Source: an optimization exercise on an open RTL-to-GDS flow (aim: small area, a short achievable clock period and few clock cycles). Production flows keep margins and buffers that such runs may drop. The RTL was checked by simulation tests, not by an equivalence proof against the original design. Power and IR drop assume default switching activity.

==> design/flow/design.v <==
package pxe_pkg;
  localparam int WORD_W = 32;
  typedef logic [WORD_W-1:0] word_t;
  localparam logic [1:0] KIND_NUMBER   = 2'd0;
  localparam logic [1:0] KIND_OPERATOR = 2'd1;
  localparam logic [1:0] OP_ADD = 2'd0;
  localparam logic [1:0] OP_SUB = 2'd1;
  localparam logic [1:0] OP_MUL = 2'd2;
  localparam logic [1:0] OP_DIV = 2'd3;
  localparam logic [2:0] ST_OK            = 3'd0;
  localparam logic [2:0] ST_FEW_OPERANDS  = 3'd1;
  localparam logic [2:0] ST_DIV_ZERO      = 3'd2;
  localparam logic [2:0] ST_UNEXPECTED    = 3'd3;
  localparam logic [2:0] ST_FEW_OPERATORS = 3'd4;
  localparam logic [2:0] ST_OVERFLOW      = 3'd5;
  typedef struct packed {
    logic [1:0]         token_kind;
    logic signed [31:0] number_value;
    logic [1:0]         op_code;
    logic               last_token;
  } tok_req_t;
  typedef struct packed {
    logic signed [31:0] result_value;
    logic [2:0]         status;
  } res_req_t;
  typedef struct packed {
    logic push;
    logic pop;
  } cell_ctl_t;
endpackage
module pxe_cell (
  input  pxe_pkg::word_t a,
  input  pxe_pkg::word_t b,
  output pxe_pkg::word_t r0,
  output pxe_pkg::word_t r1,
  output pxe_pkg::word_t r2,
  output pxe_pkg::word_t r3,
  output pxe_pkg::word_t r4,
  output pxe_pkg::word_t r5
);
  logic [31:0] r [17];
  function automatic logic [31:0] fs(logic [31:0] x, logic [31:0] y, logic [31:0] z);
    fs = x ^ y ^ z;
  endfunction
  function automatic logic [31:0] fc(logic [31:0] x, logic [31:0] y, logic [31:0] z);
    logic [31:0] m;
    m = (x & y) | (x & z) | (y & z);
    fc = {m[30:0], 1'b0};
  endfunction
  always_comb begin
    logic [32:0] bx;
    logic [31:0] negrow;
    bx = {b, 1'b0};
    negrow = '0;
    for (int i = 0; i < 16; i++) begin
      logic neg, one, two;
      logic [31:0] mag;
      neg = bx[2*i+2];
      one = bx[2*i+1] ^ bx[2*i];
      two = (bx[2*i+2] & ~bx[2*i+1] & ~bx[2*i]) | (~bx[2*i+2] & bx[2*i+1] & bx[2*i]);
      mag = ({32{one}} & a) | ({32{two}} & {a[30:0], 1'b0});
      r[i] = ({32{neg}} ^ mag) << (2 * i);
      negrow[2*i] = neg;
    end
    r[16] = negrow;
  end
  logic [31:0] l1 [12];
  logic [31:0] l2 [8];
  always_comb begin
    for (int i = 0; i < 5; i++) begin
      l1[2*i]   = fs(r[3*i], r[3*i+1], r[3*i+2]);
      l1[2*i+1] = fc(r[3*i], r[3*i+1], r[3*i+2]);
    end
    l1[10] = r[15];
    l1[11] = r[16];
    for (int i = 0; i < 4; i++) begin
      l2[2*i]   = fs(l1[3*i], l1[3*i+1], l1[3*i+2]);
      l2[2*i+1] = fc(l1[3*i], l1[3*i+1], l1[3*i+2]);
    end
  end
  assign r0 = fs(l2[0], l2[1], l2[2]);
  assign r1 = fc(l2[0], l2[1], l2[2]);
  assign r2 = fs(l2[3], l2[4], l2[5]);
  assign r3 = fc(l2[3], l2[4], l2[5]);
  assign r4 = l2[6];
  assign r5 = l2[7];
endmodule
module pxe_csa62 (
  input  pxe_pkg::word_t a,
  input  pxe_pkg::word_t b,
  input  pxe_pkg::word_t c,
  input  pxe_pkg::word_t d,
  input  pxe_pkg::word_t e,
  input  pxe_pkg::word_t f,
  output pxe_pkg::word_t s,
  output pxe_pkg::word_t t
);
  logic [31:0] x0, y0, x1, y1, x2, y2, m0, m1, m2, m3;
  assign x0 = a ^ b ^ c;
  assign m0 = (a & b) | (a & c) | (b & c);
  assign y0 = {m0[30:0], 1'b0};
  assign x1 = d ^ e ^ f;
  assign m1 = (d & e) | (d & f) | (e & f);
  assign y1 = {m1[30:0], 1'b0};
  assign x2 = x0 ^ y0 ^ x1;
  assign m2 = (x0 & y0) | (x0 & x1) | (y0 & x1);
  assign y2 = {m2[30:0], 1'b0};
  assign s  = x2 ^ y2 ^ y1;
  assign m3 = (x2 & y2) | (x2 & y1) | (y2 & y1);
  assign t  = {m3[30:0], 1'b0};
endmodule
module pxe_div (
  input  logic           clk,
  input  logic           start,
  input  logic           align,
  input  logic           step,
  input  pxe_pkg::word_t dividend,
  input  pxe_pkg::word_t divisor,
  output logic           zero_q,     
  output logic           last_step,  
  output pxe_pkg::word_t result
);
  logic [31:0] rem;
  logic [31:0] dvs;
  logic [31:0] quo;
  logic [3:0]  left;    
  logic        neg;
  logic [5:0]  lza, lzb;
  function automatic logic [5:0] clz32(logic [31:0] x);
    logic [5:0] n;
    n = 6'd32;
    for (int i = 0; i < 32; i++) begin
      if (x[i]) n = 6'(31 - i);
    end
    clz32 = n;
  endfunction
  logic [31:0] mag_a, mag_b;
  logic [6:0]  nbits;      
  logic [3:0]  nsteps;     
  assign mag_a     = dividend[31] ? -dividend : dividend;
  assign mag_b     = divisor[31] ? -divisor : divisor;
  assign zero_q    = (lza > lzb);
  assign nbits     = 7'(lzb) - 7'(lza);
  assign nsteps    = nbits[4:1];
  assign last_step = (left == '0);
  logic [33:0] d1, d2;
  logic [34:0] d3;
  logic [1:0]  q;
  logic [31:0] r_n;
  assign d1 = {2'b0, rem} - {2'b0, dvs};
  assign d2 = {2'b0, rem} - {1'b0, dvs, 1'b0};
  logic [34:0] x0, x1, x2, s3, mj;
  logic [35:0] d3w;
  assign x0  = {3'b0, rem};
  assign x1  = ~{3'b0, dvs};
  assign x2  = ~{2'b0, dvs, 1'b0};
  assign s3  = x0 ^ x1 ^ x2;
  assign mj  = (x0 & x1) | (x0 & x2) | (x1 & x2);
  assign d3w = {s3, 1'b1} + {mj[33:0], 1'b1, 1'b1};
  assign d3  = d3w[35:1];
  always_comb begin
    if (!d3[34]) begin
      q = 2'd3; r_n = d3[31:0];
    end else if (!d2[33]) begin
      q = 2'd2; r_n = d2[31:0];
    end else if (!d1[33]) begin
      q = 2'd1; r_n = d1[31:0];
    end else begin
      q = 2'd0; r_n = rem;
    end
  end
  assign result = neg ? -quo : quo;
  always_ff @(posedge clk) begin
    if (start) begin
      rem <= mag_a;
      dvs <= mag_b;
      lza <= clz32(mag_a);
      lzb <= clz32(mag_b);
      neg <= dividend[31] ^ divisor[31];
      quo <= '0;
    end else if (align && !zero_q) begin
      dvs  <= dvs << {nsteps, 1'b0};
      left <= nsteps;
    end else if (step) begin
      rem  <= r_n;
      dvs  <= dvs >> 2;
      quo  <= {quo[29:0], q};
      left <= left - 1'b1;
    end
  end
endmodule
module postfix_expression_evaluator_unit #(
  parameter int STACK_DEPTH = 64
) (
  input  logic              clk,
  input  logic              rst,
  input  logic              tok_valid,
  output logic              tok_stall,
  input  pxe_pkg::tok_req_t tok,
  output logic              res_valid,
  input  logic              res_stall,
  output pxe_pkg::res_req_t res,
  input  logic              cfg_valid,
  output logic              cfg_ready,
  input  logic              cfg_data
);
  localparam int MEM_N = STACK_DEPTH - 2;
  typedef enum logic [1:0] {S_IDLE, S_MULB, S_DWAIT, S_RFIN} state_t;
  typedef enum logic [1:0] {D_OFF, D_ALN, D_IT, D_FIN} dstate_t;
  state_t         state;
  dstate_t        dst;
  logic           dbg;       
  logic           mbg;       
  logic           bg_one;    
  logic [6:0]     cnt;
  logic [2:0]     err;
  logic           skip;
  logic           last_q;
  pxe_pkg::word_t tos;
  pxe_pkg::word_t nos;
  pxe_pkg::word_t m2, m3, m4, m5;
  pxe_pkg::word_t cell_q [MEM_N];
  logic              cv;
  pxe_pkg::tok_req_t ct;
  logic              cskip;
  logic              exec;
  assign cfg_ready = 1'b1;
  assign tok_stall = cv && !exec;
  always_ff @(posedge clk) begin
    if (!tok_stall) begin
      ct    <= tok;
      cskip <= skip;
    end
  end
  logic is_num, is_op, is_div, ok, full, few, dz, div_busy;
  logic t_push, t_as, t_mul, t_div, t_pop;
  logic [2:0] t_err;
  assign div_busy = (dst != D_OFF);
  assign is_num   = (ct.token_kind == pxe_pkg::KIND_NUMBER);
  assign is_op    = (ct.token_kind == pxe_pkg::KIND_OPERATOR);
  assign is_div   = is_op && (ct.op_code == pxe_pkg::OP_DIV);
  assign exec     = cv && ((state == S_IDLE) ? !(div_busy && (is_div || ct.last_token)) :
                             (state == S_MULB) ? (mbg && !ct.last_token && !res_valid) : 1'b0);
  assign ok       = (err == pxe_pkg::ST_OK);
  assign full     = cnt[6];
  assign few      = (cnt[6:1] == '0);
  assign dz       = (tos == '0);
  assign t_push   = exec && ok && is_num && !full;
  assign t_as     = exec && ok && is_op && !few && !ct.op_code[1];
  assign t_mul    = exec && ok && is_op && !few && (ct.op_code == pxe_pkg::OP_MUL);
  assign t_div    = exec && ok && is_div && !few && !dz;
  assign t_pop    = exec && ok && is_op && !few && (ct.op_code != pxe_pkg::OP_MUL);
  always_comb begin
    t_err = err;
    if (ok) begin
      if (is_num) begin
        if (full) t_err = pxe_pkg::ST_OVERFLOW;
      end else if (is_op) begin
        if (few) t_err = pxe_pkg::ST_FEW_OPERANDS;
        else if (is_div && dz) t_err = pxe_pkg::ST_DIV_ZERO;
      end else if (!cskip) begin
        t_err = pxe_pkg::ST_UNEXPECTED;
      end
    end
  end
  pxe_pkg::word_t mr0, mr1, mr2, mr3, mr4, mr5, ms, mt, add_a, add_b, sum, div_r, div_v;
  logic div_zero_q, div_last, div_done, sub, mulb;
  pxe_cell u_mul (
    .a  (nos),
    .b  (tos),
    .r0 (mr0),
    .r1 (mr1),
    .r2 (mr2),
    .r3 (mr3),
    .r4 (mr4),
    .r5 (mr5)
  );
  pxe_csa62 u_csa (
    .a (tos),
    .b (nos),
    .c (m2),
    .d (m3),
    .e (m4),
    .f (m5),
    .s (ms),
    .t (mt)
  );
  assign mulb  = (state == S_MULB);
  assign sub   = !mulb && ct.op_code[0];
  assign add_a = mulb ? ms : nos;
  assign add_b = mulb ? mt : (tos ^ {32{sub}});
  assign sum   = add_a + add_b + {31'd0, sub};
  pxe_div u_div (
    .clk       (clk),
    .start     (t_div),
    .align     (dst == D_ALN),
    .step      (dst == D_IT),
    .dividend  (nos),
    .divisor   (tos),
    .zero_q    (div_zero_q),
    .last_step (div_last),
    .result    (div_r)
  );
  assign div_done = (dst == D_FIN);
  assign div_v    = div_r;
  logic           pop, div_wb;
  assign pop    = t_pop || (mulb && !mbg);
  assign div_wb = div_done && !dbg;
  logic           ev;
  pxe_pkg::word_t n_tos;
  logic [6:0]     n_cnt;
  logic [2:0]     n_err;
  always_comb begin
    n_tos = tos;
    n_cnt = cnt;
    n_err = err;
    ev    = 1'b0;
    if (exec) begin
      n_err = t_err;
      ev    = ct.last_token && !t_mul && !t_div;
      if (t_push) begin
        n_tos = ct.number_value;
        n_cnt = cnt + 7'd1;
      end
    end
    if (pop) begin
      n_tos = sum;
      n_cnt = cnt - 7'd1;
      ev    = exec ? (ct.last_token && !t_div) : (mulb && last_q);
    end
    if (div_wb) begin
      n_tos = div_v;
    end
    if (state == S_RFIN) ev = 1'b1;
  end
  logic out_free, bg_ev;
  pxe_pkg::res_req_t r_next;
  assign out_free = !res_valid || !res_stall;
  assign bg_ev    = (div_done && dbg) || (mulb && mbg);
  always_comb begin
    r_next.result_value = '0;
    r_next.status       = n_err;
    if (bg_ev) begin
      r_next.status = pxe_pkg::ST_OK;
      if (bg_one) r_next.result_value = (mulb && mbg) ? sum : div_v;
      else        r_next.status       = pxe_pkg::ST_FEW_OPERATORS;
    end else if (n_err == pxe_pkg::ST_OK) begin
      if (n_cnt == '0) begin
        r_next.status = pxe_pkg::ST_FEW_OPERANDS;
      end else if (n_cnt != 7'd1) begin
        r_next.status = pxe_pkg::ST_FEW_OPERATORS;
      end else begin
        r_next.result_value = n_tos;
      end
    end
  end
  always_ff @(posedge clk) begin
    if (t_push) begin
      tos <= ct.number_value;
      nos <= tos;
    end else if (t_mul) begin
      tos <= mr0;
      nos <= mr1;
    end else if (pop) begin
      tos <= sum;
      nos <= cell_q[0];
    end
    if (div_wb) tos <= div_v;
  end
  always_ff @(posedge clk) begin
    if (t_mul) begin
      m2 <= mr2;
      m3 <= mr3;
      m4 <= mr4;
      m5 <= mr5;
    end
  end
  logic c_hold;
  assign c_hold = !(t_push || pop);
  genvar g;
  generate
    for (g = 0; g < MEM_N; g++) begin : g_cell
      pxe_pkg::word_t prev_d, next_d;
      if (g == 0) begin : g_top
        assign prev_d = nos;
      end else begin : g_body
        assign prev_d = cell_q[g-1];
      end
      if (g == MEM_N - 1) begin : g_end
        assign next_d = '0;
      end else begin : g_mid
        assign next_d = cell_q[g+1];
      end
      always_ff @(posedge clk) begin
        cell_q[g] <= ({32{c_hold}} & cell_q[g]) | ({32{t_push}} & prev_d) | ({32{pop}} & next_d);
      end
    end
  endgenerate
  always_ff @(posedge clk) begin
    if (exec) last_q <= ct.last_token;
    if (t_div) dbg <= ct.last_token;
    if (t_mul) mbg <= ct.last_token;
    if ((t_div || t_mul) && ct.last_token) bg_one <= (cnt == 7'd2);
  end
  always_ff @(posedge clk) begin
    if (rst) begin
      cv        <= 1'b0;
      state     <= S_IDLE;
      dst       <= D_OFF;
      cnt       <= '0;
      err       <= pxe_pkg::ST_OK;
      skip      <= 1'b0;
      res_valid <= 1'b0;
    end else begin
      if (!tok_stall) cv <= tok_valid;
      if (cfg_valid) skip <= cfg_data;
      if (res_valid && !res_stall) res_valid <= 1'b0;
      cnt <= n_cnt;
      err <= n_err;
      unique case (state)
        S_IDLE: begin
          if (t_mul)                           state <= S_MULB;
          else if (t_div && !ct.last_token)    state <= S_DWAIT;
        end
        S_MULB:  if (!mbg || out_free) state <= S_IDLE;
        S_DWAIT: if (div_done) state <= S_IDLE;
        S_RFIN:  ;
        default: state <= S_IDLE;
      endcase
      unique case (dst)
        D_OFF:   if (t_div) dst <= D_ALN;
        D_ALN:   dst <= div_zero_q ? D_FIN : D_IT;
        D_IT:    if (div_last) dst <= D_FIN;
        D_FIN:   if (!dbg || out_free) dst <= D_OFF;
        default: dst <= D_OFF;
      endcase
      if ((t_div || t_mul) && ct.last_token) begin
        cnt <= '0;
        err <= pxe_pkg::ST_OK;
      end
      if (bg_ev) begin
        if (out_free) begin
          res_valid <= 1'b1;
          res       <= r_next;
        end
      end else if (ev) begin
        if (out_free) begin
          res_valid <= 1'b1;
          res       <= r_next;
          cnt       <= '0;
          err       <= pxe_pkg::ST_OK;
          state     <= S_IDLE;
        end else begin
          state     <= S_RFIN;
        end
      end
    end
  end
endmodule
module postfix_eval_top (
  input  logic        clk,
  input  logic        rst,
  input  logic        tok_valid,
  output logic        tok_stall,
  input  logic [1:0]  tok_kind,
  input  logic [31:0] tok_value,
  input  logic [1:0]  tok_op,
  input  logic        tok_last,
  output logic        res_valid,
  input  logic        res_stall,
  output logic [31:0] res_value,
  output logic [2:0]  res_status,
  input  logic        cfg_valid,
  output logic        cfg_ready,
  input  logic        cfg_data
);
  pxe_pkg::tok_req_t tok;
  pxe_pkg::res_req_t res;
  assign tok.token_kind   = tok_kind;
  assign tok.number_value = tok_value;
  assign tok.op_code      = tok_op;
  assign tok.last_token   = tok_last;
  assign res_value        = res.result_value;
  assign res_status       = res.status;
  postfix_expression_evaluator_unit #(
    .STACK_DEPTH(64)
  ) u_pxe (
    .clk       (clk),
    .rst       (rst),
    .tok_valid (tok_valid),
    .tok_stall (tok_stall),
    .tok       (tok),
    .res_valid (res_valid),
    .res_stall (res_stall),
    .res       (res),
    .cfg_valid (cfg_valid),
    .cfg_ready (cfg_ready),
    .cfg_data  (cfg_data)
  );
endmodule
==> design/flow/flow/run.sh <==
#!/bin/bash
# The standard layout (the standard.sh: ORFS synthesis to the final
# layout, unchanged) with the timing repair asked to aim for 5.5 ns of setup
# slack at the design's 10 ns clock, i.e. for paths of 4.5 ns.
set -o pipefail
bash standard.sh SETUP_SLACK_MARGIN=5.5 finish > standard_flow.log 2>&1
==> design/flow/standard.sh <==
#!/bin/bash
# synth_recipe.tcl (not shown) runs the flow's synth.tcl, then flattens the netlist and writes it again
# the make line also repeats each setting of config.mk as NAME=value (left out here)
make -C /OpenROAD-flow-scripts/flow DESIGN_CONFIG=/design/flow/config.mk WORK_HOME=/design/flow/orfs CLKGATE_MAP_FILE= SYNTH_SCRIPT=/design/flow/synth_recipe.tcl "${@:-finish}"
==> design/flow/config.mk <==
export PLATFORM = sky130hd
export DESIGN_NAME = postfix_eval_top
export DESIGN_NICKNAME = postfix_eval_top
export VERILOG_FILES = /design/flow/design.v
export SDC_FILE = /design/flow/constraint.sdc
export NUM_CORES = 4
export LEC_CHECK = 0
export ABC_CLOCK_PERIOD_IN_PS = 3500
export CAP_MARGIN = 20
export CORE_MARGIN = 2
export CORE_UTILIZATION = 45
export SETUP_SLACK_MARGIN = 5
export SLEW_MARGIN = 20
==> design/flow/constraint.sdc <==
create_clock -name core_clock -period 10.0 [get_ports {clk}]
set_input_delay 2.0000 -clock core_clock [delete_from_list [all_inputs] [get_ports {clk}]]
set_output_delay 2.0000 -clock core_clock [all_outputs]
set_load 0.01 [all_outputs]
==> results of run 1 <==
## worst max path at each step
| stage | start | to | slack (ps) | cells after the start |
|---|---|---|---|---|
| after floorplan | u_pxe.tos[11] | u_pxe.tos[27] | 5510 | 17 |
| after global placement | u_pxe.tos[3] | u_pxe.tos[30] | 4410 | 19 |
| after detailed placement | u_pxe.ct[1] | u_pxe.res[10] | 4290 | 13 |
| after CTS | u_pxe.cv | u_pxe.res[34] | 5400 | 12 |
| after global routing | u_pxe.m2[14] | u_pxe.res[34] | 5330 | 17 |
| final | u_pxe.m2[14] | u_pxe.res[34] | 5460 | 17 |
## routing by layer
layer | vias up | global-route usage | part of all wire
met5 | - | 0 | 0.00032
met4 | 16 | 0.0996 | 0.047
met3 | 759 | 0.0430 | 0.070
met2 | 2869 | 0.370 | 0.44
met1 | 44900 | 0.333 | 0.45
li1 | 45300 | - | -
## worst reg2reg max path: cells and delay by family, from the launching register on
kind	cells	cell delay [ps]
adder cells (fa/ha/maj)	4	1640
AO/OA/AOI/OAI	8	1620
flip-flops	1	410
AND/OR/NAND/NOR	3	270
buffers and inverters	1	160
XOR/XNOR	1	140
## synthesized netlist by cell type (10+ instances only)
cell type,instances,area (um^2)
o21bai_1,18,135
and2_1,22,138
a31oi_1,72,450
a21oi_1,279,1400
xor2_1,85,744
o21a_1,38,285
nor4_1,18,113
edfxtp_1,275,8260
o31ai_1,29,218
or2_2,13,81.3
o31a_1,10,87.6
nor3b_1,10,75.1
nand2_1,4446,16700
a211oi_1,56,420
nand4_1,25,156
nand3_1,77,385
nor3_1,76,380
a221o_1,14,140
nand2b_1,39,244
inv_1,368,1380
fa_1,238,4760
ha_1,244,3050
nor2_1,342,1280
dfxtp_1,2033,40700
a221oi_1,32,280
or4_1,10,75.1
nor2b_1,28,175
or3_1,21,131
o21ai_0,276,1380
o22ai_1,42,263
mux2i_1,82,821
and3_1,26,163
clkbuf_1,893,3350
o211ai_1,47,353
inv_2,12,45.0
xnor2_1,424,3710
buf_1,104,390
a22oi_1,2205,16600
a21o_1,55,413
## cells by family after synthesis
kind of cell | Yosys count | share of synthesized area
AND/OR/NAND/NOR | 5186 | 0.183
AO/OA/AOI/OAI | 3306 | 0.212
flip-flops | 2308 | 0.440
buffers and inverters | 1379 | 0.0466
XOR/XNOR | 509 | 0.0401
adder cells (fa/ha/maj) | 482 | 0.0703
multiplexers | 87 | 0.00809
other | 1 | 0.0000337
## cell usage in the layout (no fill, tap or decap), types with 84 or more instances in the layout
cell type | netlist | routed
a21oi_1 | 279 | 267
a22oi_1 | 2205 | 2203
buf_4 | 1 | 168
clkbuf_16 | 0 | 250
dfxtp_1 | 2033 | 2029
edfxtp_1 | 275 | 275
fa_1 | 238 | 236
ha_1 | 244 | 225
inv_1 | 368 | 355
nand2_1 | 4446 | 4440
nor2_1 | 342 | 336
o21ai_0 | 276 | 255
xnor2_1 | 424 | 408
xor2_1 | 85 | 84
## final cells by class
cell class,count,area [um^2]
repair buffers,346,3870
inverters,381,1530
clock buffers,334,6980
fillers,22600,121000
diodes,7,17.5
repair inverters,1,5.00
clock inverters,111,1430
multi-input cells,9574,58200
well taps,3220,4030
flip-flops and latches,2308,49000
## registers in the layout, summed over array words and instances, names as in the netlist, 3 cells and up
register / flops
u_pxe.u_div.rem: 32
u_pxe.err: 3
u_pxe.u_div.lza: 6
u_pxe.m4: 19
u_pxe.cell_q: 1984
u_pxe.nos: 32
u_pxe.u_div.lzb: 6
u_pxe.u_div.left: 4
u_pxe.m3: 13
u_pxe.res: 35
u_pxe.ct: 37
u_pxe.tos: 32
u_pxe.u_div.quo: 32
u_pxe.u_div.dvs: 32
u_pxe.m2: 19
u_pxe.cnt: 7
## power groups by stage
| stage | combinational [mW] | clock [mW] | sequential, mW |
|---|---|---|---|
| floorplan | 1.31 | 0 | 9.93 |
| global placement | 2.17 | 0 | 9.99 |
| detailed placement | 2.18 | 0 | 10.0 |
| global route | 2.58 | 9.95 | 9.82 |
| finish | 2.41 | 9.31 | 9.80 |
| CTS | 2.26 | 9.58 | 9.79 |
## stage by stage
stage	util	power [mW]	instance area (um^2)	hold WS (ps)
2_1_floorplan	-	11.2	111000	408
3_5_place_dp	0.463	12.2	114000	429
5_1_grt	0.508	22.3	125000	456
3_3_place_gp	0.463	12.2	114000	435
6_report	0.508	21.5	125000	433
4_1_cts	0.502	21.6	124000	424
## timing repair
item / 4_1_cts / 5_1_grt
pin swaps: 19 / 53
cloned: 9 / 10
resized for setup: 143 / 187
buffers inserted: 49 / 51
setup endpoints to repair: 1584 / 1515
==> results.py, run 1 <==
metrics = {
    "floorplanning": {
        "fp.dieW_um": 501,
        "pin_count": 81,
        "initial_core_util": 0.452,
        "die_area_um2": 251000,
        "core_area_um2": 246000,
        "num_rows": 182,
        "die_h_um": 501,
    },
    "power_and_ir_drop": {
        "p_int_mw": 15.9,
        "sw_frac_of_total": 0.259,
        "p_leak_nw": 53.8,
        "max-vdd-ir-drop_uv": 166,
        "power_frac_seq": 0.455,
        "pwr-share-clk": 0.433,
        "p_switching_mw": 5.58,
        "combPwrFrac": 0.112,
        "p_per_area_nw_per_um2": 172,
    },
    "timing": {
        "slew_viol_final": 0,
        "fmax_mhz": 220,
        "worst_pin_slew_ps": 1120,
        "hold_viol": 0,
        "tns_ps": 0,
        "min_period_over_period": 0.454,
        "setup_viol": 0,
        "rsz0062_at_grt": "yes",
        "max_slew_margin": 0.256,
        "min_period_ps": 4540,
        "setup_slack_ps": 5460,
        "fin_skew_ps": 109,
    },
    "worst_setup_path": {
        "slowest_delay_ps": 610,
        "critPathCaptureType": "flip-flop",
        "start_kind": "flip-flop",
        "cp_num_buf_inv": 1,
        "cp_max_fo": 4,
        "r2r_cells": 17,
        "rrSetupSlack_ps": 5460,
        "r2r_end": "u_pxe.res[34]",
        "reg2reg_from": "u_pxe.m2[14]",
        "critPathRequiredTime_ps": 10590,
        "crit_slowest_cell": "fa_1",
        "cp_cell_sequence": "fa_1, fa_1, ha_1, nand2_1, nand2_2, ha_4, nand4_1, a211oi_2, o21ai_2, a21oi_1, buf_4, a31oi_4, o31a_1, o311ai_2, xnor2_1, o21a_1, a221o_1",
        "crit_type": "reg2reg",
        "arrival_ps": 5130,
        "cpLargestDelayFamily": "adder cells",
        "cp_common_cell": "fa_1",
    },
    "global_routing": {
        "grt_overflow_total": 0,
        "grt_pass1_vias": 85800,
        "grt_pass1_wl_um": 493000,
        "antenna_found_initial": 23,
        "track_usage": 0.241,
        "grt_max_degree": 257,
    },
    "detailed_routing": {
        "remaining_drc_errors": 0,
        "detail_route.first_pass.iterations": 9,
        "final_antenna_net_count": 0,
        "wl_per_cell_um": 19.6,
        "vias": 93800,
        "dr.first_iter.drc_count": 9727,
        "routed_wl_um": 319000,
        "routed_via_density": 5.76,
    },
    "logic_synthesis": {
        "synthesis.area_um2": 111000,
        "post_synth.cell_area_avg_um2": 8.39,
        "synth_cell_types": 86,
        "async_flop_share": 0,
        "ys.flop_type": "dfxtp_1",
        "synth_seq_area_share": 0.440,
        "synth_nets": 13800,
        "ys_warn_count": 7,
        "synth_edf_count": 275,
        "synth_cells": 13300,
        "ys_seq_elements": 2308,
    },
    "cts": {
        "path_clk_slew_ps": 60,
        "cts_tree": "done",
        "cts-root-buf": "clkbuf_16",
        "clk_path_buf_depth": 3,
        "cts.sinks": 2308,
        "worst_skew_pair.late_latency_ps": 900,
        "cts_buffers": 238,
        "htree_levels": 4,
        "hold_buffers": 0,
    },
    "place": {
        "dpl.hpwl_um": 204000,
        "gp_congestion": 0.976,
        "port_buffers": 79,
        "post-place-ws_ps": 4290,
        "post-place-cells": 15700,
    },
    "final_layout": {
        "nets": 13400,
        "drive_gt1_frac": 0.0669,
        "area_growth_pct": 12.3,
        "stdcell_count": 16300,
    },
    "worst_hold_path": {
        "hold_path.class": "reg2reg",
        "hold_depth": 2,
        "whs_endpoint": "u_pxe.cell_q[11][9]",
        "hp-start": "u_pxe.cell_q[12][9]",
    },
    "run_status": {
        "status": "complete, no violations",
    },
    "job": {
        "maxCapViolations": 0,
    },
}
Testbench counts, summed over its fixed seeds: cycles 41,436.
==> run 2, diff against run 1 <==
--- a/design/flow/design.v
+++ b/design/flow/design.v
@@ -225,2 +225,3 @@
   logic              cskip;
+  logic              cwait;     
   logic              exec;
@@ -232,2 +233,4 @@
       cskip <= skip;
+      cwait <= tok.last_token ||
+               (tok.token_kind == pxe_pkg::KIND_OPERATOR && tok.op_code == pxe_pkg::OP_DIV);
     end
@@ -241,3 +244,3 @@
   assign is_div   = is_op && (ct.op_code == pxe_pkg::OP_DIV);
-  assign exec     = cv && ((state == S_IDLE) ? !(div_busy && (is_div || ct.last_token)) :
+  assign exec     = cv && ((state == S_IDLE) ? !(div_busy && cwait) :
                              (state == S_MULB) ? (mbg && !ct.last_token && !res_valid) : 1'b0);
--- a/design/flow/config.mk
+++ b/design/flow/config.mk
@@ -10,3 +10,3 @@
 export CORE_MARGIN = 2
-export CORE_UTILIZATION = 45
+export CORE_UTILIZATION = 50
 export SETUP_SLACK_MARGIN = 5
==> run 2 against run 1 <==
Net effect: die area decreased by 10%; critical path type unchanged; synthesized area down 0.17%; sequential power is 4% higher.
==> results.py, run 2 <==
metrics = {
    "final_layout": {
        "layout_commonest_cell": "nand2_1",
        "nets": 13300,
        "fin_area_um2": 125000,
        "largest_reg_flops": 1984,
        "stdcell_count": 16000,
        "area_growth_pct": 12.3,
        "drive_gt1_frac": 0.0691,
        "reg.largest.list": "u_pxe.cell_q: 1984 flops, u_pxe.ct: 37 flops, u_pxe.res: 35 flops",
        "top_register": "u_pxe.cell_q",
        "final_cell_mix": "4385 x nand2_1, 2201 x a22oi_1, 2029 x dfxtp_1",
        "fillers": 19600,
    },
    "timing": {
        "setup_viol": 0,
        "tns_ps": 0,
        "min_period_ps": 4640,
        "fmax_mhz": 216,
        "rsz0062_at_grt": "yes",
        "slew_viol_final": 0,
        "worst_pin_slew_ps": 1120,
        "max_slew_margin": 0.255,
        "hold_viol": 0,
        "min_period_over_period": 0.464,
        "fin_skew_ps": 61.3,
    },
    "cts": {
        "clk_path_buf_depth": 3,
        "cts_tree": "done",
        "cts_buffers": 235,
        "htree_levels": 4,
        "hold_buffers": 0,
        "worst_skew_pair.late_latency_ps": 880,
        "cts.sinks": 2309,
        "path_clk_slew_ps": 60,
        "cts-root-buf": "clkbuf_16",
    },
    "worst_setup_path": {
        "crit_slowest_cell": "edfxtp_1",
        "cp_common_cell": "fa_1",
        "start_kind": "flip-flop",
        "crit_type": "reg2reg",
        "reg2reg_from": "u_pxe.tos[26]",
        "r2r_end": "u_pxe.res[33]",
        "critPathRequiredTime_ps": 10610,
        "cp_num_buf_inv": 1,
        "worst-path-stages": 14,
        "slowest_delay_ps": 730,
        "rrSetupSlack_ps": 5360,
        "critPathCaptureType": "flip-flop",
        "cp_max_fo": 13,
        "cp_cell_sequence": "fa_1, fa_1, inv_1, fa_1, o21ai_0, ha_1, nand2_1, nor3_1, a21oi_2, o31ai_4, o41ai_2, xor2_1, o21bai_1, o221ai_1",
        "cpLargestDelayFamily": "adder cells",
        "arrival_ps": 5250,
        "r2r_cells": 14,
    },
    "detailed_routing": {
        "remaining_drc_errors": 0,
        "dr.first_iter.drc_count": 10100,
        "detail_route.first_pass.iterations": 7,
        "routed_wl_um": 326000,
        "wl_per_cell_um": 20.4,
        "routed_via_density": 5.92,
        "final_antenna_net_count": 0,
        "vias": 94500,
    },
    "worst_hold_path": {
        "hold_depth": 2,
        "whs_endpoint": "u_pxe.cell_q[61][17]",
        "hold_path.class": "reg2reg",
        "hp-start": "u_pxe.cell_q[61][17]",
    },
    "floorplanning": {
        "initial_core_util": 0.502,
        "fp.dieW_um": 475,
        "die_h_um": 475,
        "die_area_um2": 226000,
        "pin_count": 81,
        "core_area_um2": 221000,
        "num_rows": 173,
    },
    "power_and_ir_drop": {
        "max-vdd-ir-drop_uv": 205,
        "p_leak_nw": 53.9,
        "total_power_mw": 26.8,
        "p_per_area_nw_per_um2": 215,
    },
    "place": {
        "port_buffers": 79,
        "gp_congestion": 0.942,
        "placed_area_um2": 113000,
        "post-place-cells": 15400,
        "dpl.hpwl_um": 204000,
    },
    "logic_synthesis": {
        "synth_top_area_frac": 0.366,
        "synth_commonest_cells": "4396 x nand2_1, 2204 x a22oi_1, 2033 x dfxtp_1",
        "ys.flop_type": "dfxtp_1",
        "synth_most_common_cell": "nand2_1",
        "synthesis.area_um2": 111000,
        "synth_cell_types": 85,
        "synth_nets": 13700,
        "synth_edf_count": 276,
        "ys_seq_elements": 2309,
        "ys_top_cells_by_area": "dfxtp_1 37%, a22oi_1 15%, nand2_1 15%, edfxtp_1 7.5%, fa_1 4.3%",
        "post_synth.cell_area_avg_um2": 8.45,
        "synth_cells": 13100,
        "ys_warn_count": 7,
        "synth_seq_area_share": 0.441,
        "async_flop_share": 0,
        "yosys.area.top_type": "dfxtp_1",
    },
    "global_routing": {
        "grt_max_degree": 248,
        "grt_pass1_vias": 85800,
        "track_usage": 0.275,
        "antenna_found_initial": 9,
        "grt_pass1_wl_um": 500000,
        "grt_overflow_total": 0,
    },
    "job": {
        "maxCapViolations": 0,
    },
    "run_status": {
        "status": "complete, no violations",
    },
}
[run 2: logic make-up (layout without fill, tap and decap cells)]
logic type                 Yosys count  count (layout)  share of synthesized area
and+or+nand+nor                   5069            5070                      0.179
AOI/OAI and AO/OA                 3279            3280                      0.211
DFF                               2309            2309                      0.441
buffers and inverters             1369            1201                     0.0464
xor gates and xnor gates           526             526                     0.0415
adders and majority gates          482             482                     0.0704
muxes                              112             112                     0.0106
other                                1               7                  0.0000338
[run 2: area by class of cell]
class                      instances  area [um^2]  share of cell area
inverter                         373         1470              0.0117
multi-input combinational       9471        58000               0.465
timing repair buffer             380         4260              0.0341
tap                             2975         3720              0.0298
antenna                            6         15.0            0.000120
clock inverter                   104         1390              0.0111
clock buffer                     344         6910              0.0554
sequential                      2309        49000               0.393
[run 2: per-layer routing]
layer  up-vias  wire length, um  share of wire  GRT usage
met5         -                9       0.000028          0
met4         2            12900          0.039     0.0992
met3       665            23100          0.071     0.0469
met2      3279           151000           0.46      0.444
met1     45600           139000           0.43      0.369
li1      45000                -              -          -
[run 2: how the worst max path moves through the flow]
stage,start,to,slack (ps)
after floorplan,u_pxe.tos[0],u_pxe.res[0],5520
after global placement,u_pxe.tos[0],u_pxe.u_div.rem[24],4420
final,u_pxe.tos[26],u_pxe.res[33],5360
after detailed placement,u_pxe.tos[1],u_pxe.u_div.rem[24],4220
after global routing,u_pxe.tos[26],u_pxe.tos[30],5240
after CTS,u_pxe.nos[0],u_pxe.res[33],5430
[run 2: worst reg2reg max path, cell delays in order (launching register included)]
cell and delay (ps):
edfxtp_1 730, fa_1 570, fa_1 540, inv_1 60, fa_1 480, o21ai_0 100, ha_1 470, nand2_1 190
nor3_1 90, a21oi_2 160, o31ai_4 120, o41ai_2 320, xor2_1 280, o21bai_1 160, o221ai_1 120
[run 2: repair_timing]
item / 4_1_cts / 5_1_grt
gates resized for setup: 196 / 147
gates cloned: 13 / 7
pin swaps: 36 / 45
endpoints found under the setup margin: 1835 / 1400
buffers inserted: 54 / 63
[run 2: report_power, final]
part	switching (mW)	internal, mW
Clock	3.86	5.36
Sequential	0.319	9.85
Combinational	4.72	2.72
Total	8.90	17.9
[run 2: metrics by stage]
| stage | utilization | setup WS [ps] | hold WS, ps |
|---|---|---|---|
| floorplan | - | 5520 | 408 |
| global placement | 0.512 | 4420 | 436 |
| detailed placement | 0.512 | 4220 | 444 |
| CTS | 0.557 | 5430 | 434 |
| global route | 0.563 | 5240 | 468 |
| finish | 0.563 | 5360 | 447 |
Testbench counts of run 2, summed over its fixed seeds: cycles 41,436.
==> run 3, diff against run 2 <==
==> design/flow/flow/run.sh (replaced) <==
#!/bin/bash
# The standard layout (the standard.sh: ORFS synthesis to the final
# layout, unchanged) with the timing repair asked to aim for 5.8 ns of setup
# slack at the design's 10 ns clock, i.e. for paths of 4.2 ns.
set -o pipefail
bash standard.sh SETUP_SLACK_MARGIN=5.8 finish > standard_flow.log 2>&1
==> run 3 against run 2 <==
Net effect: clock skew rose by 2.6 ps; total power rose by 2.1%; critical path depth rose by 2; still clean on timing, DRC and antenna; sequential share of layout area fell by 0.63 points; clock power barely moved; non-clock buffer count rose by 99; first-iteration DRC count rose by 3.1%; wire length rose by 3.6%; via count rose by 1.1%; synthesized cell count did not move.
==> results.py, run 3 <==
metrics = {
    "worst_setup_path": {
        "slowest_delay_ps": 610,
        "cp_cell_sequence": "fa_1, fa_1, ha_4, nand2_2, nand2_2, ha_4, a21o_1, a21o_1, a21o_1, a221oi_4, o31a_1, o31a_1, buf_4, xor2_2, nor2_1, or3_1",
        "r2r_end": "u_pxe.res[30]",
        "reg2reg_from": "u_pxe.tos[18]",
        "critPathCaptureType": "flip-flop",
        "critPathRequiredTime_ps": 10620,
        "startpoint": "u_pxe.tos[18]",
        "crit_type": "reg2reg",
        "cp_common_cell": "a21o_1",
        "cp-endpoint": "u_pxe.res[30]",
        "crit_slowest_cell": "fa_1",
        "cp_max_fo": 5,
        "arrival_ps": 5200,
        "r2r_cells": 16,
        "rrSetupSlack_ps": 5430,
        "start_kind": "flip-flop",
    },
    "timing": {
        "tns_ps": 0,
        "min_period_ps": 4570,
        "fin_skew_ps": 63.9,
        "rsz0062_at_grt": "yes",
        "max_slew_margin": 0.154,
        "fmax_mhz": 219,
        "hold_viol": 0,
        "setup_viol": 0,
        "worst_pin_slew_ps": 1270,
        "slew_viol_final": 0,
        "min_period_over_period": 0.457,
        "setup_slack_ps": 5430,
    },
    "final_layout": {
        "area_growth_pct": 14.1,
        "top_register": "u_pxe.cell_q",
        "stdcell_count": 16100,
        "final_core_util": 0.572,
        "layout_commonest_cell": "nand2_1",
        "nets": 13400,
        "fin_area_um2": 127000,
        "final_cell_mix": "4374 x nand2_1, 2194 x a22oi_1, 2028 x dfxtp_1",
        "reg.largest.list": "u_pxe.cell_q: 1984 flops, u_pxe.ct: 37 flops, u_pxe.res: 35 flops",
        "drive_gt1_frac": 0.0854,
        "largest_reg_flops": 1984,
    },
    "global_routing": {
        "antenna_found_initial": 8,
        "grt_overflow_total": 0,
        "grt_pass1_vias": 87500,
        "track_usage": 0.286,
        "grt_max_degree": 250,
        "grt_pass1_wl_um": 515000,
    },
    "place": {
        "port_buffers": 79,
        "placed_area_um2": 114000,
        "dpl.hpwl_um": 207000,
        "post-place-ws_ps": 4060,
        "post-place-cells": 15400,
        "gp_congestion": 0.950,
    },
    "logic_synthesis": {
        "post_synth.cell_area_avg_um2": 8.45,
        "synth_top_area_frac": 0.366,
        "ys_seq_elements": 2309,
        "ys.flop_type": "dfxtp_1",
        "synth_edf_count": 276,
        "ys_warn_count": 7,
        "synthesis.area_um2": 111000,
        "yosys.area.top_type": "dfxtp_1",
        "synth_cells": 13100,
        "async_flop_share": 0,
        "synth_seq_area_share": 0.441,
        "synth_most_common_cell": "nand2_1",
        "ys_top_cells_by_area": "dfxtp_1 37%, a22oi_1 15%, nand2_1 15%, edfxtp_1 7.5%, fa_1 4.3%",
        "synth_commonest_cells": "4396 x nand2_1, 2204 x a22oi_1, 2033 x dfxtp_1",
        "synth_nets": 13700,
        "synth_cell_types": 85,
    },
    "detailed_routing": {
        "detail_route.first_pass.iterations": 7,
        "routed_via_density": 5.95,
        "wl_per_cell_um": 21.0,
        "final_antenna_net_count": 0,
        "dr.first_iter.drc_count": 10400,
        "routed_wl_um": 338000,
        "remaining_drc_errors": 0,
        "vias": 95500,
    },
    "cts": {
        "clk_path_buf_depth": 3,
        "cts-root-buf": "clkbuf_16",
        "cts_buffers": 239,
        "worst_skew_pair.late_latency_ps": 890,
        "path_clk_slew_ps": 60,
        "cts.sinks": 2309,
        "htree_levels": 4,
        "cts_tree": "done",
    },
    "power_and_ir_drop": {
        "p_per_area_nw_per_um2": 216,
        "p_leak_nw": 54.7,
        "max-vdd-ir-drop_uv": 303,
    },
    "floorplanning": {
        "core_area_um2": 221000,
        "num_rows": 173,
        "fp.dieW_um": 475,
        "pin_count": 81,
        "initial_core_util": 0.502,
        "die_area_um2": 226000,
        "die_h_um": 475,
    },
    "job": {
        "maxCapViolations": 0,
    },
    "worst_hold_path": {
        "hold_path.class": "reg2reg",
    },
    "run_status": {
        "status": "complete, no violations",
    },
}
[run 3: cell counts after synthesis]
No cell type changed its count.
[run 3: cells by family after synthesis]
group | after synthesis | share of synthesized area
AO/OA/AOI/OAI | 3279 | 0.211
XOR/XNOR | 526 | 0.0415
adder cells (fa/ha/maj) | 482 | 0.0704
buffers and inverters | 1369 | 0.0464
flip-flops | 2309 | 0.441
multiplexers | 112 | 0.0106
other | 1 | 0.0000338
AND/OR/NAND/NOR | 5069 | 0.179
[run 3: per-stage QoR]
step	hold slack [ps]	power (mW)
final	449	27.4
after global routing	466	28.5
after CTS	435	26.9
after detailed placement	446	17.2
after global placement	435	17.1
after floorplan	408	14.5
[run 3: final cells by class]
| cell class | count | area (um^2) |
|---|---|---|
| Tap cell | 2975 | 3720 |
| Inverter | 373 | 1500 |
| Sequential cell | 2309 | 49000 |
| Multi-Input combinational cell | 9476 | 58800 |
| Timing Repair Buffer | 479 | 5510 |
| Fill cell | 19600 | 94700 |
| Clock inverter | 96 | 1210 |
| Antenna cell | 6 | 15.0 |
| Clock buffer | 348 | 7030 |
[run 3: worst min path at each step]
| stage | endpoint | depth (start not counted) | start | slack (ps) |
|---|---|---|---|---|
| floorplan | u_pxe.cskip | 0 | u_pxe.skip | 410 |
| global placement | u_pxe.cell_q[61][25] | 2 | u_pxe.cell_q[61][25] | 440 |
| detailed placement | u_pxe.cell_q[54][23] | 2 | u_pxe.cell_q[54][23] | 450 |
| CTS | u_pxe.cell_q[61][11] | 2 | u_pxe.cell_q[60][11] | 430 |
| global route | u_pxe.cell_q[61][11] | 2 | u_pxe.cell_q[60][11] | 470 |
| finish | u_pxe.cell_q[44][4] | 2 | u_pxe.cell_q[44][4] | 450 |
[run 3: per-layer routing]
layer  global-route usage  up-vias  part of all wire
li1                     -    45200                 -
met1                0.381    46100              0.42
met2                0.452     3309              0.45
met3               0.0521      853             0.073
met4                0.127        6             0.051
met5                    0        -           0.00018
[run 3: what timing repair did]
item | in CTS | in global routing
gates resized for setup | 340 | 249
hold buffers | 0 | 0
buffers inserted | 105 | 94
cloned | 27 | 10
pin swaps | 76 | 114
setup endpoints to repair | 2054 | 1147
[run 3: worst max-delay path: cells and delay by family, from the launching register on]
family / cells / cell delay, ps
DFF: 1 / 550
adders and majority gates: 4 / 1580
buffers and inverters: 1 / 180
xor gates and xnor gates: 1 / 170
and+or+nand+nor: 4 / 530
AOI/OAI and AO/OA: 6 / 1310
[run 3: power breakdown]
| group | internal [mW] | total (mW) | switching [mW] |
|---|---|---|---|
| Clock | 5.39 | 9.24 | 3.85 |
| Combinational | 2.96 | 7.99 | 5.03 |
| Sequential | 9.85 | 10.2 | 0.318 |

## re-timing with driven ports
No port has a modelled driver above. Below, the same layouts with a new extraction and two added sets of constraints. Step 1, drivers: a clkbuf_16 drives clk and a buf_2 each remaining input, both assumed. Step 2 times the ports against the registers' clock, not the clock port: input delays grow and output delays shrink by t, the midpoint of the rising clock arrivals with the driver on. Three values: ideal, step 1, step 2; two values: the first two.
| run | t (ns) | slack for setup (ns) | hold WS [ns] | latest minus earliest clock arrival (ns) | slew at the worst register clock pin (ns) |
|---|---|---|---|---|---|
| run 1 | 0.928 | 5.462 / 5.462 / 5.462 | 0.433 / 0.433 / 0.433 | 0.114 / 0.114 | 0.07 / 0.07 |
| run 2 | 0.954 | 5.360 / 5.360 / 5.360 | 0.447 / 0.447 / 0.447 | 0.078 / 0.079 | 0.07 / 0.07 |
| run 3 | 0.961 | 5.426 / 5.426 / 5.426 | 0.449 / 0.449 / 0.449 | 0.065 / 0.064 | 0.07 / 0.07 |
After both steps setup and hold are still met in every run listed.
